From an optimization exercise on the open Yosys and OpenROAD flow, aimed at a short achievable clock period and few clock cycles; shortcuts taken in it are not production practice. In this exercise RTL edits were held to simulation tests only and were not proved equivalent to the original. Power is estimated from default activity; no workload was simulated.

==> exp/xenon: inputs <==
==> flow/design.v <==
module cache_nway #(
  parameter int WAYS      = 4,
  parameter int SETS      = 4,
  parameter int CNT_WIDTH = 16
) (
  input  logic                 clk,
  input  logic                 reset,
  input  logic                 mem_read,
  input  logic                 mem_write,
  input  logic [1:0]           mem_byte_enable,
  input  logic [15:0]          mem_address,
  input  logic [15:0]          mem_wdata,
  output logic [15:0]          mem_rdata,
  output logic                 mem_resp,
  output logic                 pmem_read,
  output logic                 pmem_write,
  output logic [15:0]          pmem_address,
  output logic [127:0]         pmem_wdata,
  input  logic [127:0]         pmem_rdata,
  input  logic                 pmem_resp,
  output logic [CNT_WIDTH-1:0] hit_count,
  output logic [CNT_WIDTH-1:0] miss_count
);
  localparam int WB = $clog2(WAYS);
  localparam int IB = $clog2(SETS);
  localparam int TB = 12 - IB;
  typedef enum logic [1:0] {S_IDLE, S_RESP, S_WRITEBACK, S_ALLOCATE} state_t;
  state_t               r_state;
  logic                 r_valid  [SETS][WAYS];
  logic                 r_dirty  [SETS][WAYS];
  logic [TB-1:0]        r_tag    [SETS][WAYS];
  logic [127:0]         r_data   [SETS][WAYS];
  logic [WAYS-2:0]      r_plru   [SETS];
  logic [WAYS-1:0]      r_vsel   [SETS];         
  logic [127:0]         r_vdata  [SETS];         
  logic [TB-1:0]        r_vtag   [SETS];         
  logic                 r_vdirty [SETS];         
  logic                 r_hit_resp;              
  logic                 r_hit_wr;                
  logic [7:0]           r_wr_word;               
  logic [1:0]           r_wr_be;                 
  logic [15:0]          r_wr_data;               
  logic [IB-1:0]        r_index;
  logic [WB-1:0]        r_hit_way;
  logic [WB-1:0]        r_victim;
  logic                 r_hsel   [SETS][WAYS];   
  logic                 r_vline  [SETS][WAYS];   
  logic [15:0]          r_mem_rdata;
  logic                 r_mem_resp;
  logic                 r_pmem_read;
  logic                 r_pmem_write;
  logic [15:0]          r_pmem_address;
  logic [127:0]         r_pmem_wdata;
  logic [CNT_WIDTH-1:0] r_hit_count;
  logic [CNT_WIDTH-1:0] r_miss_count;
  logic [IB-1:0]   w_index;
  logic [TB-1:0]   w_tag;
  logic [2:0]      w_word;
  logic            w_req;
  logic            w_unused;
  logic            w_idle;
  logic [SETS-1:0] w_set_sel;
  logic            w_match [SETS][WAYS];
  logic [WAYS-1:0] w_way_hit;
  logic            w_hit;
  logic [WB-1:0]   w_hit_way;
  logic [WB-1:0]   w_victim;
  logic            w_fill;
  logic            w_done;
  logic [WB-1:0]   w_done_way;
  logic [15:0]     w_hit_word;
  logic [7:0]      w_word_sel;               
  logic [15:0]     w_line_word [SETS][WAYS];
  logic [WAYS-2:0] w_plru_next  [SETS];
  logic            w_valid_next [SETS][WAYS];
  logic [WAYS-1:0] w_vsel_next  [SETS];
  logic            w_alloc;
  logic [WAYS-1:0] w_post_hit   [SETS];     
  logic [WAYS-1:0] w_post_fill  [SETS];     
  logic [WAYS-1:0] r_csel       [SETS];     
  logic [7:0]      r_fill_sel;              
  assign w_index  = mem_address[4 +: IB];
  assign w_tag    = mem_address[15 -: TB];
  assign w_word   = mem_address[3:1];
  assign w_req    = mem_read | mem_write;
  assign w_unused = mem_address[0];
  assign w_idle   = (r_state == S_IDLE);
  assign w_fill   = (r_state == S_ALLOCATE) && pmem_resp;
  assign w_done   = r_hit_resp || w_fill;
  assign w_alloc  = (r_state == S_ALLOCATE);
  function automatic logic [WAYS-1:0] f_next_victim(input logic [WAYS-2:0] plru,
                                                    input logic [WAYS-1:0] valid,
                                                    input logic done, input logic fill,
                                                    input logic [WB-1:0] way);
    logic [WAYS-1:0] v;
    logic [WAYS-2:0] p;
    p = plru;
    v = valid;
    if (done) begin
      p[0] = ~way[1];
      if (way[1]) p[2] = ~way[0];
      else        p[1] = ~way[0];
    end
    if (fill) v[way] = 1'b1;
    f_next_victim = WAYS'(1) << {p[0], p[1 + p[0]]};
    for (int w = WAYS - 1; w >= 0; w--)
      if (!v[w]) f_next_victim = WAYS'(1) << w;
  endfunction
  for (genvar s = 0; s < SETS; s++) begin : g_set
    assign w_set_sel[s] = (w_index == IB'(s));
    for (genvar w = 0; w < WAYS; w++) begin : g_way
      assign w_match[s][w] = w_set_sel[s] && r_valid[s][w] && (r_tag[s][w] == w_tag);
    end
  end
  assign w_word_sel = 8'(1) << w_word;
  for (genvar s = 0; s < SETS; s++) begin : g_rd_set
    for (genvar w = 0; w < WAYS; w++) begin : g_rd_way
      cache_nway_word_sel u_word_sel (
        .line(r_data[s][w]), .sel(w_word_sel), .word(w_line_word[s][w])
      );
    end
  end
  always_comb begin
    w_way_hit  = '0;
    w_hit_word = '0;
    for (int s = 0; s < SETS; s++) begin
      for (int w = 0; w < WAYS; w++) begin
        w_way_hit[w] = w_way_hit[w] | w_match[s][w];
        w_hit_word   = w_hit_word | (w_line_word[s][w] & {16{w_match[s][w]}});
      end
    end
  end
  assign w_hit = |w_way_hit;
  always_comb begin
    w_hit_way = '0;
    w_victim  = '0;
    for (int w = 0; w < WAYS; w++) begin
      if (w_way_hit[w])              w_hit_way = w_hit_way | WB'(w);
      if (r_vsel[w_index][w])        w_victim  = w_victim | WB'(w);
    end
  end
  assign w_done_way = r_hit_resp ? r_hit_way : r_victim;
  always_comb begin
    for (int s = 0; s < SETS; s++) begin
      w_plru_next[s] = r_plru[s];
      for (int w = 0; w < WAYS; w++) w_valid_next[s][w] = r_valid[s][w];
    end
    if (w_done) begin
      w_plru_next[r_index][0] = ~w_done_way[1];
      if (w_done_way[1]) w_plru_next[r_index][2] = ~w_done_way[0];
      else               w_plru_next[r_index][1] = ~w_done_way[0];
    end
    if (w_fill) w_valid_next[r_index][r_victim] = 1'b1;
    for (int s = 0; s < SETS; s++) begin
      logic [WAYS-1:0] v;
      logic [WB-1:0]   vw;
      for (int w = 0; w < WAYS; w++) v[w] = r_valid[s][w];
      w_vsel_next[s] = f_next_victim(r_plru[s], v, w_done && r_index == IB'(s),
                                     w_fill && r_index == IB'(s), w_done_way);
      vw = '0;
      for (int w = 0; w < WAYS; w++)
        if (r_vsel[s][w]) vw = vw | WB'(w);
      w_post_fill[s] = f_next_victim(r_plru[s], v, 1'b1, 1'b1, vw);
      w_post_hit[s]  = '0;
      for (int h = 0; h < WAYS; h++)
        if (w_way_hit[h])
          w_post_hit[s] = w_post_hit[s] | f_next_victim(r_plru[s], v, 1'b1, 1'b0, WB'(h));
    end
  end
  always_ff @(posedge clk or negedge reset) begin
    if (!reset) begin
      r_state      <= S_IDLE;
      r_hit_resp   <= 1'b0;
      r_hit_wr     <= 1'b0;
      r_wr_word    <= '0;
      r_wr_be      <= '0;
      r_wr_data    <= '0;
      r_index      <= '0;
      r_hit_way    <= '0;
      r_victim     <= '0;
      r_mem_resp   <= 1'b0;
      r_fill_sel   <= '0;
      r_pmem_read  <= 1'b0;
      r_pmem_write <= 1'b0;
      r_hit_count  <= '0;
      r_miss_count <= '0;
      for (int s = 0; s < SETS; s++) begin
        r_plru[s]   <= '0;
        r_vsel[s]   <= WAYS'(1);
        r_csel[s]   <= WAYS'(1);
        r_vdirty[s] <= 1'b0;
        for (int w = 0; w < WAYS; w++) begin
          r_valid[s][w] <= 1'b0;
          r_dirty[s][w] <= 1'b0;
          r_hsel[s][w]  <= 1'b0;
          r_vline[s][w] <= 1'b0;
        end
      end
    end else begin
      r_hit_resp <= 1'b0;
      r_fill_sel <= '0;
      if ((w_idle && w_req && !w_hit) || r_state == S_WRITEBACK ||
          (w_alloc && !pmem_resp))
        r_fill_sel <= 8'(1) << w_word;
      case (r_state)
        S_IDLE: begin
          r_index   <= w_index;
          r_hit_wr  <= mem_write;
          r_wr_word <= 8'(1) << w_word;
          r_wr_be   <= mem_write ? mem_byte_enable : 2'b00;
          r_wr_data <= mem_wdata;
          r_hit_way <= w_hit_way;
          r_victim  <= w_victim;
          for (int s = 0; s < SETS; s++) begin
            for (int w = 0; w < WAYS; w++) begin
              r_hsel[s][w]  <= w_match[s][w];
              r_vline[s][w] <= w_set_sel[s] && r_vsel[s][w];
            end
          end
          if (w_req) begin
            if (w_hit) begin
              r_hit_resp <= 1'b1;
              r_mem_resp <= 1'b1;
              r_state    <= S_RESP;
            end else if (r_vdirty[w_index]) begin
              r_pmem_write <= 1'b1;
              r_state      <= S_WRITEBACK;
            end else begin
              r_pmem_read <= 1'b1;
              r_state     <= S_ALLOCATE;
            end
          end
        end
        S_RESP: begin
          r_mem_resp <= 1'b0;
          r_state    <= S_IDLE;
        end
        S_WRITEBACK: begin
          if (pmem_resp) begin
            r_pmem_write <= 1'b0;
            r_pmem_read  <= 1'b1;
            r_state      <= S_ALLOCATE;
          end
        end
        S_ALLOCATE: begin
          if (pmem_resp) begin
            r_pmem_read <= 1'b0;
            r_mem_resp  <= 1'b1;
            r_state     <= S_RESP;
            if (r_miss_count != '1) r_miss_count <= r_miss_count + 1'b1;
          end
        end
        default: r_state <= S_IDLE;
      endcase
      for (int s = 0; s < SETS; s++) begin
        r_plru[s] <= w_plru_next[s];
        r_vsel[s] <= w_vsel_next[s];
        for (int w = 0; w < WAYS; w++) r_valid[s][w] <= w_valid_next[s][w];
      end
      if (w_fill) r_dirty[r_index][r_victim] <= mem_write;
      else if (r_hit_resp && r_hit_wr) r_dirty[r_index][r_hit_way] <= 1'b1;
      for (int s = 0; s < SETS; s++) begin
        if (w_idle && w_req && w_hit)
          r_csel[s] <= (w_index == IB'(s)) ? w_post_hit[s] : r_vsel[s];
        else if (w_idle && w_req && !r_vdirty[w_index])
          r_csel[s] <= (w_index == IB'(s)) ? w_post_fill[s] : r_vsel[s];
        else if ((r_state == S_WRITEBACK && pmem_resp) || w_alloc)
          r_csel[s] <= (r_index == IB'(s)) ? w_post_fill[s] : r_vsel[s];
        else if (r_state != S_RESP)
          r_csel[s] <= r_vsel[s];
        r_vdirty[s] <= 1'b0;
        for (int w = 0; w < WAYS; w++)
          if (r_csel[s][w] && r_dirty[s][w]) r_vdirty[s] <= 1'b1;
      end
      if (w_done && r_hit_count != '1) r_hit_count <= r_hit_count + 1'b1;
    end
  end
  always_ff @(posedge clk) begin
    for (int s = 0; s < SETS; s++) begin
      for (int w = 0; w < WAYS; w++) begin
        if (w_fill && r_vline[s][w]) begin
          r_tag[s][w]  <= w_tag;
          r_data[s][w] <= pmem_rdata;
          for (int k = 0; k < 8; k++) begin
            if (r_wr_word[k]) begin
              if (r_wr_be[1]) r_data[s][w][16*k+8 +: 8] <= r_wr_data[15:8];
              if (r_wr_be[0]) r_data[s][w][16*k   +: 8] <= r_wr_data[7:0];
            end
          end
        end else if (r_hit_resp && r_hsel[s][w]) begin
          for (int k = 0; k < 8; k++) begin
            if (r_wr_word[k]) begin
              if (r_wr_be[1]) r_data[s][w][16*k+8 +: 8] <= r_wr_data[15:8];
              if (r_wr_be[0]) r_data[s][w][16*k   +: 8] <= r_wr_data[7:0];
            end
          end
        end
      end
    end
  end
  always_ff @(posedge clk) begin
    for (int s = 0; s < SETS; s++) begin
      r_vdata[s] <= '0;
      r_vtag[s]  <= '0;
      for (int w = 0; w < WAYS; w++) begin
        if (r_csel[s][w]) begin
          r_vdata[s] <= r_data[s][w];
          r_vtag[s]  <= r_tag[s][w];
        end
      end
    end
    r_pmem_wdata   <= r_vdata[w_index];
    r_pmem_address <= (r_vdirty[w_index] && (w_idle || (r_state == S_WRITEBACK && !pmem_resp)))
                    ? {r_vtag[w_index], w_index, 4'b0} : {mem_address[15:4], 4'b0};
    r_mem_rdata    <= w_hit_word;
    for (int k = 0; k < 8; k++)
      if (r_fill_sel[k]) r_mem_rdata <= w_hit_word | pmem_rdata[16*k +: 16];
  end
  assign mem_rdata    = r_mem_rdata;
  assign mem_resp     = r_mem_resp;
  assign pmem_read    = r_pmem_read;
  assign pmem_write   = r_pmem_write;
  assign pmem_address = r_pmem_address;
  assign pmem_wdata   = r_pmem_wdata;
  assign hit_count    = r_hit_count;
  assign miss_count   = r_miss_count;
endmodule
module cache_nway_word_sel (
  input  logic [127:0] line,
  input  logic [7:0]   sel,
  output logic [15:0]  word
);
  always_comb begin
    word = '0;
    for (int k = 0; k < 8; k++) word = word | (line[16*k +: 16] & {16{sel[k]}});
  end
endmodule
==> flow/run.sh <==
#!/bin/bash
# synth_recipe.tcl (not shown) runs the flow's synth.tcl, then flattens the netlist and writes it again
# the make line also repeats each setting of config.mk as NAME=value (left out here)
make -C /OpenROAD-flow-scripts/flow DESIGN_CONFIG=/design/flow/config.mk WORK_HOME=/design/flow/orfs CLKGATE_MAP_FILE= SYNTH_SCRIPT=/design/flow/synth_recipe.tcl finish
==> flow/config.mk <==
export PLATFORM = sky130hd
export DESIGN_NAME = cache_nway
export DESIGN_NICKNAME = cache_nway
export VERILOG_FILES = /design/flow/design.v
export SDC_FILE = /design/flow/constraint.sdc
export NUM_CORES = 4
export LEC_CHECK = 0
export ABC_CLOCK_PERIOD_IN_PS = 2500
export CAP_MARGIN = 20
export CORE_MARGIN = 2
export CORE_UTILIZATION = 45
export PLACE_DENSITY = 0.6
export SETUP_SLACK_MARGIN = 3.5
export SLEW_MARGIN = 20
export SYNTH_HIERARCHICAL = 1
==> flow/constraint.sdc <==
create_clock -name core_clock -period 6.0 [get_ports {clk}]
set_input_delay 1.2000 -clock core_clock [delete_from_list [all_inputs] [get_ports {clk}]]
set_output_delay 1.2000 -clock core_clock [all_outputs]
set_load 0.01 [all_outputs]
==> exp/lagoon (differences from exp/xenon) <==
--- a/flow/design.v
+++ b/flow/design.v
@@ -38,7 +38,4 @@
   logic                 r_hit_resp;              
   logic                 r_hit_wr;                
-  logic [7:0]           r_wr_word;               
-  logic [1:0]           r_wr_be;                 
-  logic [15:0]          r_wr_data;               
   logic [IB-1:0]        r_index;
   logic [WB-1:0]        r_hit_way;
@@ -70,14 +67,7 @@
   logic [WB-1:0]   w_done_way;
   logic [15:0]     w_hit_word;
-  logic [7:0]      w_word_sel;               
-  logic [15:0]     w_line_word [SETS][WAYS];
   logic [WAYS-2:0] w_plru_next  [SETS];
   logic            w_valid_next [SETS][WAYS];
   logic [WAYS-1:0] w_vsel_next  [SETS];
-  logic            w_alloc;
-  logic [WAYS-1:0] w_post_hit   [SETS];     
-  logic [WAYS-1:0] w_post_fill  [SETS];     
-  logic [WAYS-1:0] r_csel       [SETS];     
-  logic [7:0]      r_fill_sel;              
   assign w_index  = mem_address[4 +: IB];
   assign w_tag    = mem_address[15 -: TB];
@@ -88,23 +78,4 @@
   assign w_fill   = (r_state == S_ALLOCATE) && pmem_resp;
   assign w_done   = r_hit_resp || w_fill;
-  assign w_alloc  = (r_state == S_ALLOCATE);
-  function automatic logic [WAYS-1:0] f_next_victim(input logic [WAYS-2:0] plru,
-                                                    input logic [WAYS-1:0] valid,
-                                                    input logic done, input logic fill,
-                                                    input logic [WB-1:0] way);
-    logic [WAYS-1:0] v;
-    logic [WAYS-2:0] p;
-    p = plru;
-    v = valid;
-    if (done) begin
-      p[0] = ~way[1];
-      if (way[1]) p[2] = ~way[0];
-      else        p[1] = ~way[0];
-    end
-    if (fill) v[way] = 1'b1;
-    f_next_victim = WAYS'(1) << {p[0], p[1 + p[0]]};
-    for (int w = WAYS - 1; w >= 0; w--)
-      if (!v[w]) f_next_victim = WAYS'(1) << w;
-  endfunction
   for (genvar s = 0; s < SETS; s++) begin : g_set
     assign w_set_sel[s] = (w_index == IB'(s));
@@ -113,12 +84,4 @@
     end
   end
-  assign w_word_sel = 8'(1) << w_word;
-  for (genvar s = 0; s < SETS; s++) begin : g_rd_set
-    for (genvar w = 0; w < WAYS; w++) begin : g_rd_way
-      cache_nway_word_sel u_word_sel (
-        .line(r_data[s][w]), .sel(w_word_sel), .word(w_line_word[s][w])
-      );
-    end
-  end
   always_comb begin
     w_way_hit  = '0;
@@ -127,5 +90,5 @@
       for (int w = 0; w < WAYS; w++) begin
         w_way_hit[w] = w_way_hit[w] | w_match[s][w];
-        w_hit_word   = w_hit_word | (w_line_word[s][w] & {16{w_match[s][w]}});
+        w_hit_word   = w_hit_word | (r_data[s][w][{w_word, 4'b0} +: 16] & {16{w_match[s][w]}});
       end
     end
@@ -153,17 +116,7 @@
     if (w_fill) w_valid_next[r_index][r_victim] = 1'b1;
     for (int s = 0; s < SETS; s++) begin
-      logic [WAYS-1:0] v;
-      logic [WB-1:0]   vw;
-      for (int w = 0; w < WAYS; w++) v[w] = r_valid[s][w];
-      w_vsel_next[s] = f_next_victim(r_plru[s], v, w_done && r_index == IB'(s),
-                                     w_fill && r_index == IB'(s), w_done_way);
-      vw = '0;
-      for (int w = 0; w < WAYS; w++)
-        if (r_vsel[s][w]) vw = vw | WB'(w);
-      w_post_fill[s] = f_next_victim(r_plru[s], v, 1'b1, 1'b1, vw);
-      w_post_hit[s]  = '0;
-      for (int h = 0; h < WAYS; h++)
-        if (w_way_hit[h])
-          w_post_hit[s] = w_post_hit[s] | f_next_victim(r_plru[s], v, 1'b1, 1'b0, WB'(h));
+      w_vsel_next[s] = WAYS'(1) << {w_plru_next[s][0], w_plru_next[s][1 + w_plru_next[s][0]]};
+      for (int w = WAYS - 1; w >= 0; w--)
+        if (!w_valid_next[s][w]) w_vsel_next[s] = WAYS'(1) << w;
     end
   end
@@ -173,12 +126,8 @@
       r_hit_resp   <= 1'b0;
       r_hit_wr     <= 1'b0;
-      r_wr_word    <= '0;
-      r_wr_be      <= '0;
-      r_wr_data    <= '0;
       r_index      <= '0;
       r_hit_way    <= '0;
       r_victim     <= '0;
       r_mem_resp   <= 1'b0;
-      r_fill_sel   <= '0;
       r_pmem_read  <= 1'b0;
       r_pmem_write <= 1'b0;
@@ -188,5 +137,4 @@
         r_plru[s]   <= '0;
         r_vsel[s]   <= WAYS'(1);
-        r_csel[s]   <= WAYS'(1);
         r_vdirty[s] <= 1'b0;
         for (int w = 0; w < WAYS; w++) begin
@@ -199,15 +147,8 @@
     end else begin
       r_hit_resp <= 1'b0;
-      r_fill_sel <= '0;
-      if ((w_idle && w_req && !w_hit) || r_state == S_WRITEBACK ||
-          (w_alloc && !pmem_resp))
-        r_fill_sel <= 8'(1) << w_word;
       case (r_state)
         S_IDLE: begin
           r_index   <= w_index;
           r_hit_wr  <= mem_write;
-          r_wr_word <= 8'(1) << w_word;
-          r_wr_be   <= mem_write ? mem_byte_enable : 2'b00;
-          r_wr_data <= mem_wdata;
           r_hit_way <= w_hit_way;
           r_victim  <= w_victim;
@@ -261,15 +202,7 @@
       else if (r_hit_resp && r_hit_wr) r_dirty[r_index][r_hit_way] <= 1'b1;
       for (int s = 0; s < SETS; s++) begin
-        if (w_idle && w_req && w_hit)
-          r_csel[s] <= (w_index == IB'(s)) ? w_post_hit[s] : r_vsel[s];
-        else if (w_idle && w_req && !r_vdirty[w_index])
-          r_csel[s] <= (w_index == IB'(s)) ? w_post_fill[s] : r_vsel[s];
-        else if ((r_state == S_WRITEBACK && pmem_resp) || w_alloc)
-          r_csel[s] <= (r_index == IB'(s)) ? w_post_fill[s] : r_vsel[s];
-        else if (r_state != S_RESP)
-          r_csel[s] <= r_vsel[s];
         r_vdirty[s] <= 1'b0;
         for (int w = 0; w < WAYS; w++)
-          if (r_csel[s][w] && r_dirty[s][w]) r_vdirty[s] <= 1'b1;
+          if (w_vsel_next[s][w] && r_dirty[s][w]) r_vdirty[s] <= 1'b1;
       end
       if (w_done && r_hit_count != '1) r_hit_count <= r_hit_count + 1'b1;
@@ -283,14 +216,14 @@
           r_data[s][w] <= pmem_rdata;
           for (int k = 0; k < 8; k++) begin
-            if (r_wr_word[k]) begin
-              if (r_wr_be[1]) r_data[s][w][16*k+8 +: 8] <= r_wr_data[15:8];
-              if (r_wr_be[0]) r_data[s][w][16*k   +: 8] <= r_wr_data[7:0];
-            end
-          end
-        end else if (r_hit_resp && r_hsel[s][w]) begin
+            if (mem_write && w_word == 3'(k)) begin
+              if (mem_byte_enable[1]) r_data[s][w][16*k+8 +: 8] <= mem_wdata[15:8];
+              if (mem_byte_enable[0]) r_data[s][w][16*k   +: 8] <= mem_wdata[7:0];
+            end
+          end
+        end else if (r_hit_resp && r_hit_wr && r_hsel[s][w]) begin
           for (int k = 0; k < 8; k++) begin
-            if (r_wr_word[k]) begin
-              if (r_wr_be[1]) r_data[s][w][16*k+8 +: 8] <= r_wr_data[15:8];
-              if (r_wr_be[0]) r_data[s][w][16*k   +: 8] <= r_wr_data[7:0];
+            if (w_word == 3'(k)) begin
+              if (mem_byte_enable[1]) r_data[s][w][16*k+8 +: 8] <= mem_wdata[15:8];
+              if (mem_byte_enable[0]) r_data[s][w][16*k   +: 8] <= mem_wdata[7:0];
             end
           end
@@ -304,5 +237,5 @@
       r_vtag[s]  <= '0;
       for (int w = 0; w < WAYS; w++) begin
-        if (r_csel[s][w]) begin
+        if (w_vsel_next[s][w]) begin
           r_vdata[s] <= r_data[s][w];
           r_vtag[s]  <= r_tag[s][w];
@@ -313,7 +246,5 @@
     r_pmem_address <= (r_vdirty[w_index] && (w_idle || (r_state == S_WRITEBACK && !pmem_resp)))
                     ? {r_vtag[w_index], w_index, 4'b0} : {mem_address[15:4], 4'b0};
-    r_mem_rdata    <= w_hit_word;
-    for (int k = 0; k < 8; k++)
-      if (r_fill_sel[k]) r_mem_rdata <= w_hit_word | pmem_rdata[16*k +: 16];
+    r_mem_rdata    <= (r_state == S_ALLOCATE) ? pmem_rdata[{w_word, 4'b0} +: 16] : w_hit_word;
   end
   assign mem_rdata    = r_mem_rdata;
@@ -326,12 +257,2 @@
   assign miss_count   = r_miss_count;
 endmodule
-module cache_nway_word_sel (
-  input  logic [127:0] line,
-  input  logic [7:0]   sel,
-  output logic [15:0]  word
-);
-  always_comb begin
-    word = '0;
-    for (int k = 0; k < 8; k++) word = word | (line[16*k +: 16] & {16{sel[k]}});
-  end
-endmodule
--- a/flow/config.mk
+++ b/flow/config.mk
@@ -13,3 +13,2 @@
 export SETUP_SLACK_MARGIN = 3.5
 export SLEW_MARGIN = 20
-export SYNTH_HIERARCHICAL = 1
==> notes.md <==
Outcome: exp/xenon complete, no violations; exp/lagoon complete, no violations
Cell-internal power: exp/xenon 50000 uW; exp/lagoon 54000 uW
Minimum clock period after layout: exp/xenon 3.30 ns; exp/lagoon 3.14 ns
ANT cells: exp/xenon 272; exp/lagoon 55
Vias: exp/xenon 134000; exp/lagoon 124000
Yosys warns: exp/xenon 45; exp/lagoon 16
Layout fillers: exp/xenon 26400; exp/lagoon 20900
Number of storage elements in the synthesis netlist: exp/xenon 3107; exp/lagoon 3057
Reg2reg path depth: exp/xenon 10; exp/lagoon 14
Placer's final routability congestion estimate: exp/xenon 1.07; exp/lagoon 1.06
Commonest non-fill, non-tap cell in the layout: exp/xenon sky130_fd_sc_hd__a21oi_1; exp/lagoon sky130_fd_sc_hd__edfxtp_1
Crit Path Max Fanout: exp/xenon 13; exp/lagoon 7
Clock tree buffer count of the final layout: exp/xenon 494; exp/lagoon 488
Site Rows: exp/xenon 206; exp/lagoon 202
Adder-Cell Fraction of Synth Area: exp/xenon 0.0617%; exp/lagoon 0.0182%
Pre-CTS setup slack: exp/xenon 0.608 ns; exp/lagoon 0.823 ns
Launch instance of the worst register-to-register path: exp/xenon r_valid[7]; exp/lagoon r_state[0]
Floorplan die area: exp/xenon 320000 um^2; exp/lagoon 310000 um^2
Area share of the leading cell type in the synthesized netlist: exp/xenon 46.7%; exp/lagoon 48.2%
PnR worst setup slack: exp/xenon 2.70 ns; exp/lagoon 2.86 ns
NumNets Final: exp/xenon 13500; exp/lagoon 12000
Testbench counts of exp/xenon, summed over its fixed seeds: cycles 100,836.
Testbench counts of exp/lagoon, summed over its fixed seeds: cycles 100,836.

## static timing again, ports no longer ideal
No port has a modelled driver above. Below, the same layouts with a new extraction and two added sets of constraints.
Step 1: set_driving_cell puts a clkbuf_16 on clk and a buf_2 on each other input, an assumption about the parent block.
Step 2 times the ports against the registers' clock, not the clock port: input delays grow and output delays shrink by t, the midpoint of the rising clock arrivals with the driver on.
a / b / c = no drivers / after step 1 / after step 2; a / b = the first two.
run | t (ns) | setup slack, ns | latest minus earliest clock arrival (ns) | slew at the worst register clock pin (ns)
exp/xenon | 1.081 | 2.702 / 2.604 / 1.523 | 0.053 / 0.054 | 0.07 / 0.07
exp/lagoon | 1.117 | 2.859 / 2.540 / 1.423 | 0.067 / 0.068 | 0.07 / 0.07
After both steps setup and hold are still met in every run listed. The setup slack of exp/lagoon, which loses most, moves by -0.319 ns with the drivers and by -1.436 ns with both steps.
